What follows belongs to an exercise in optimizing a design on an open flow for small area, a short achievable clock period and few clock cycles per item; a production flow would make more cautious choices.
Function was checked by simulation only, so behaviour that the tests miss may differ from the original.
Power figures rest on the tool's default switching activity, not on a simulated workload.

==> module sr_nand2, before the edit <==
module sr_nand2 (
	input  logic a,
	input  logic b,
	output logic y
);
	assign y = !(a && b);
endmodule
==> module resp_or_tree, before the edit <==
module resp_or_tree (
	input  logic [15:0] d,
	input  logic [15:0] sel,
	output logic        y
);
	logic [5:0] term_n;
	logic [1:0] half;
	for (genvar i = 0; i < 5; i++) begin : g_tri
		sr_aoi222 u_aoi (
			.a1 (d[3*i]),
			.a2 (sel[3*i]),
			.b1 (d[3*i+1]),
			.b2 (sel[3*i+1]),
			.c1 (d[3*i+2]),
			.c2 (sel[3*i+2]),
			.y  (term_n[i])
		);
	end
	sr_nand2 u_last (
		.a (d[15]),
		.b (sel[15]),
		.y (term_n[5])
	);
	for (genvar i = 0; i < 2; i++) begin : g_half
		sr_nand3 u_nand (
			.a (term_n[3*i]),
			.b (term_n[3*i+1]),
			.c (term_n[3*i+2]),
			.y (half[i])
		);
	end
	sr_or2 u_or (
		.a (half[0]),
		.b (half[1]),
		.y (y)
	);
endmodule
==> module app_shell_top, before the edit <==
module app_shell_top (
	input  logic                                global_clk,
	input  logic                                global_rst_n,
	input  logic                                awvalid,
	input  logic [softreg_pkg::SR_ADDR_W-1:0]   awaddr,
	output logic                                awready,
	input  logic                                wvalid,
	input  logic [softreg_pkg::SR_DATA_W-1:0]   wdata,
	input  logic [softreg_pkg::SR_DATA_W/8-1:0] wstrb,
	output logic                                wready,
	output logic                                bvalid,
	output logic [1:0]                          bresp,
	input  logic                                bready,
	input  logic                                arvalid,
	input  logic [softreg_pkg::SR_ADDR_W-1:0]   araddr,
	output logic                                arready,
	output logic                                rvalid,
	output logic [softreg_pkg::SR_DATA_W-1:0]   rdata,
	output logic [1:0]                          rresp,
	input  logic                                rready
);
	localparam int NREGS = NUM_APPS * REGS_PER_APP;
	localparam int IDX_W = APP_SEL_W + REG_IDX_W;
	logic                 rst;
	logic                 ready_q;
	logic                 wr_acc;
	logic                 rd_acc;
	logic [IDX_W-1:0]     wr_idx;
	logic [SR_DATA_W-1:0] regs_q [NREGS];
	logic [SR_DATA_W-1:0] wr_data;
	logic [NREGS-1:0]     wr_en;
	logic                 b1_q;
	logic                 b2_q;
	logic                 b1_nxt;
	logic                 b2_nxt;
	logic                 rvalid_q;
	logic [SR_DATA_W-1:0] rdata_q;
	logic                 sk_v_q;
	logic [IDX_W-1:0]     sk_idx_q;
	logic                 sk_v_nxt;
	logic                 r_free;
	logic                 r_load;
	logic [IDX_W-1:0]     ar_idx;
	logic [NREGS-1:0]     rd_sel;
	logic [SR_DATA_W-1:0] rd_mux;
	assign rst = global_rst_n;
	assign awready = ready_q;
	assign wready  = ready_q;
	assign arready = ready_q;
	assign bvalid  = b1_q;
	assign bresp   = AXI_RESP_OKAY;
	assign rvalid  = rvalid_q;
	assign rdata   = rdata_q;
	assign rresp   = AXI_RESP_OKAY;
	assign wr_acc = ready_q && awvalid && wvalid;
	assign rd_acc = ready_q && arvalid;
	assign wr_idx = awaddr[REG_IDX_LSB +: IDX_W];
	assign wr_data = rst ? '0 : wdata;
	always_comb begin
		for (int i = 0; i < NREGS; i++) begin
			wr_en[i] = rst || (wr_acc && wr_idx == IDX_W'(i));
		end
	end
	always_ff @(posedge global_clk) begin
		for (int i = 0; i < NREGS; i++) begin
			if (wr_en[i]) begin
				regs_q[i] <= wr_data;
			end
		end
	end
	assign b1_nxt = wr_acc || b2_q || (b1_q && !bready);
	assign b2_nxt = (b2_q || (b1_q && wr_acc)) && !bready;
	assign r_free   = !rvalid_q || rready;
	assign ar_idx   = araddr[REG_IDX_LSB +: IDX_W];
	assign r_load   = (sk_v_q || rd_acc) && r_free;
	assign sk_v_nxt = (sk_v_q || rd_acc) && !r_free;
	always_comb begin
		for (int i = 0; i < NREGS; i++) begin
			rd_sel[i] = (sk_v_q && sk_idx_q == IDX_W'(i))
				|| (ready_q && ar_idx == IDX_W'(i));
		end
	end
	for (genvar b = 0; b < SR_DATA_W; b++) begin : g_rd_bit
		logic [NREGS-1:0] col;
		for (genvar i = 0; i < NREGS; i++) begin : g_col
			assign col[i] = regs_q[i][b];
		end
		resp_or_tree u_merge (
			.d   (col),
			.sel (rd_sel),
			.y   (rd_mux[b])
		);
	end
	always_ff @(posedge global_clk) begin
		if (r_free) begin
			rdata_q <= rd_mux;
		end
		if (!sk_v_q) begin
			sk_idx_q <= ar_idx;
		end
	end
	always_ff @(posedge global_clk) begin
		if (rst) begin
			ready_q  <= 1'b1;
			b1_q     <= 1'b0;
			b2_q     <= 1'b0;
			rvalid_q <= 1'b0;
			sk_v_q   <= 1'b0;
		end else begin
			ready_q  <= !sk_v_nxt && !b2_nxt;
			b1_q     <= b1_nxt;
			b2_q     <= b2_nxt;
			rvalid_q <= r_load || (rvalid_q && !rready);
			sk_v_q   <= sk_v_nxt;
		end
	end
endmodule
==> flow/config.mk <==
export PLATFORM = sky130hd
export DESIGN_NAME = app_shell_top
export DESIGN_NICKNAME = app_shell_top
export VERILOG_FILES = /design/flow/design.v
export SDC_FILE = /design/flow/constraint.sdc
export NUM_CORES = 4
export LEC_CHECK = 0
export CAP_MARGIN = 20
export CORE_MARGIN = 2
export CORE_UTILIZATION = 40
export CTS_BUF_LIST = sky130_fd_sc_hd__clkbuf_16
export CTS_CLUSTER_DIAMETER = 60
export CTS_CLUSTER_SIZE = 24
export SETUP_SLACK_MARGIN = 1.9
export SLEW_MARGIN = 20
export SYNTH_HIERARCHICAL = 1
==> flow/constraint.sdc <==
create_clock -name core_clock -period 4.0 [get_ports {global_clk}]
set_input_delay 0.8000 -clock core_clock [delete_from_list [all_inputs] [get_ports {global_clk}]]
set_output_delay 0.8000 -clock core_clock [all_outputs]
set_load 0.01 [all_outputs]
standard.sh (not shown) runs the stock make flow with config.mk's settings and CLKGATE_MAP_FILE= SYNTH_SCRIPT=/design/flow/synth_recipe.tcl, a recipe that flattens the netlist after the stock synthesis.
==> flow/flow/run.sh <==
#!/bin/bash
# Standard ORFS layout, with these knobs changed: port buffers are buf_4
# rather than the platform's pick; timing repair may resize a cell to any
# footprint; clock tree synthesis may use clkbuf_8 as well as clkbuf_16 and
# adds no dummy loads. The full make output goes to standard_flow.log here;
# each ORFS step also keeps its own log under orfs/logs/.
set -euo pipefail
bash standard.sh MATCH_CELL_FOOTPRINT=0 \
	"BUFFER_PORTS_ARGS=-buffer_cell sky130_fd_sc_hd__buf_4" \
	"CTS_ARGS=-sink_clustering_enable -repair_clock_nets -sink_clustering_size 24 -sink_clustering_max_diameter 60 -buf_list {sky130_fd_sc_hd__clkbuf_8 sky130_fd_sc_hd__clkbuf_16} -dont_use_dummy_load" \
	finish > standard_flow.log 2>&1
Testbench counts at the start, summed over its fixed seeds: cycles 4,808, txns 4,800.
Rerun with:
--- a/flow/design.v
+++ b/flow/design.v
@@ -101,18 +101,20 @@
 	input  logic c1,
 	input  logic c2,
 	output logic y
 );
 	assign y = !((a1 && a2) || (b1 && b2) || (c1 && c2));
 endmodule
-module sr_nand2 (
-	input  logic a,
-	input  logic b,
+module sr_aoi22 (
+	input  logic a1,
+	input  logic a2,
+	input  logic b1,
+	input  logic b2,
 	output logic y
 );
-	assign y = !(a && b);
+	assign y = !((a1 && a2) || (b1 && b2));
 endmodule
 module sr_nand3 (
 	input  logic a,
 	input  logic b,
 	input  logic c,
 	output logic y
@@ -124,14 +126,14 @@
 	input  logic b,
 	output logic y
 );
 	assign y = a || b;
 endmodule
 module resp_or_tree (
-	input  logic [15:0] d,
-	input  logic [15:0] sel,
+	input  logic [16:0] d,
+	input  logic [16:0] sel,
 	output logic        y
 );
 	logic [5:0] term_n;
 	logic [1:0] half;
 	for (genvar i = 0; i < 5; i++) begin : g_tri
 		sr_aoi222 u_aoi (
@@ -141,16 +143,18 @@
 			.b2 (sel[3*i+1]),
 			.c1 (d[3*i+2]),
 			.c2 (sel[3*i+2]),
 			.y  (term_n[i])
 		);
 	end
-	sr_nand2 u_last (
-		.a (d[15]),
-		.b (sel[15]),
-		.y (term_n[5])
+	sr_aoi22 u_last (
+		.a1 (d[15]),
+		.a2 (sel[15]),
+		.b1 (d[16]),
+		.b2 (sel[16]),
+		.y  (term_n[5])
 	);
 	for (genvar i = 0; i < 2; i++) begin : g_half
 		sr_nand3 u_nand (
 			.a (term_n[3*i]),
 			.b (term_n[3*i+1]),
 			.c (term_n[3*i+2]),
@@ -340,31 +344,30 @@
 	assign r_free   = !rvalid_q || rready;
 	assign ar_idx   = araddr[REG_IDX_LSB +: IDX_W];
 	assign r_load   = (sk_v_q || rd_acc) && r_free;
 	assign sk_v_nxt = (sk_v_q || rd_acc) && !r_free;
 	always_comb begin
 		for (int i = 0; i < NREGS; i++) begin
-			rd_sel[i] = (sk_v_q && sk_idx_q == IDX_W'(i))
-				|| (ready_q && ar_idx == IDX_W'(i));
+			rd_sel[i] = r_free && ((sk_v_q && sk_idx_q == IDX_W'(i))
+				|| (ready_q && ar_idx == IDX_W'(i)));
 		end
 	end
 	for (genvar b = 0; b < SR_DATA_W; b++) begin : g_rd_bit
-		logic [NREGS-1:0] col;
+		logic [NREGS:0] col;
 		for (genvar i = 0; i < NREGS; i++) begin : g_col
 			assign col[i] = regs_q[i][b];
 		end
+		assign col[NREGS] = rdata_q[b];
 		resp_or_tree u_merge (
 			.d   (col),
-			.sel (rd_sel),
+			.sel ({!r_free, rd_sel}),
 			.y   (rd_mux[b])
 		);
 	end
 	always_ff @(posedge global_clk) begin
-		if (r_free) begin
-			rdata_q <= rd_mux;
-		end
+		rdata_q <= rd_mux;
 		if (!sk_v_q) begin
 			sk_idx_q <= ar_idx;
 		end
 	end
 	always_ff @(posedge global_clk) begin
 		if (rst) begin
What happened: Final area went down by 0.98%. Sequential power barely changes. Worst setup slack gains 0.0061 ns. Synthesized area went up by 1.5%. Clock skew went up by 0.017 ns. Critical path depth went down by 3. Utilization went down by 0.75 points.
Testbench counts after the change, summed over its fixed seeds: cycles 4,808, txns 4,800.

==> afterwards: timing with drivers on the ports <==
Ports are ideal in the flow. The routed layouts listed here were re-timed in OpenROAD.
Step 1, drivers: a clkbuf_16 drives global_clk and a buf_2 each remaining input, both assumed.
Step 2 moves the port delays by t, midway between the first and last clock arrival at a register: inputs arrive t later, outputs are due t later. That takes back most of the time a late clock gives input paths.
Three values: ideal ports, drivers, drivers and shift; two values: the first two.
| run | t (ns) | setup WS [ns] | worst setup path after step 2 |
|---|---|---|---|
| the first run | 0.599 | 1.810 / 1.810 / 1.329 | input to register |
| the second run | 0.633 | 1.816 / 1.816 / 1.341 | input to register |
After both steps every run listed still meets setup and hold. For the first run, which loses most, drivers alone change the setup slack by 0.000 ns; drivers and shift together by -0.481 ns.
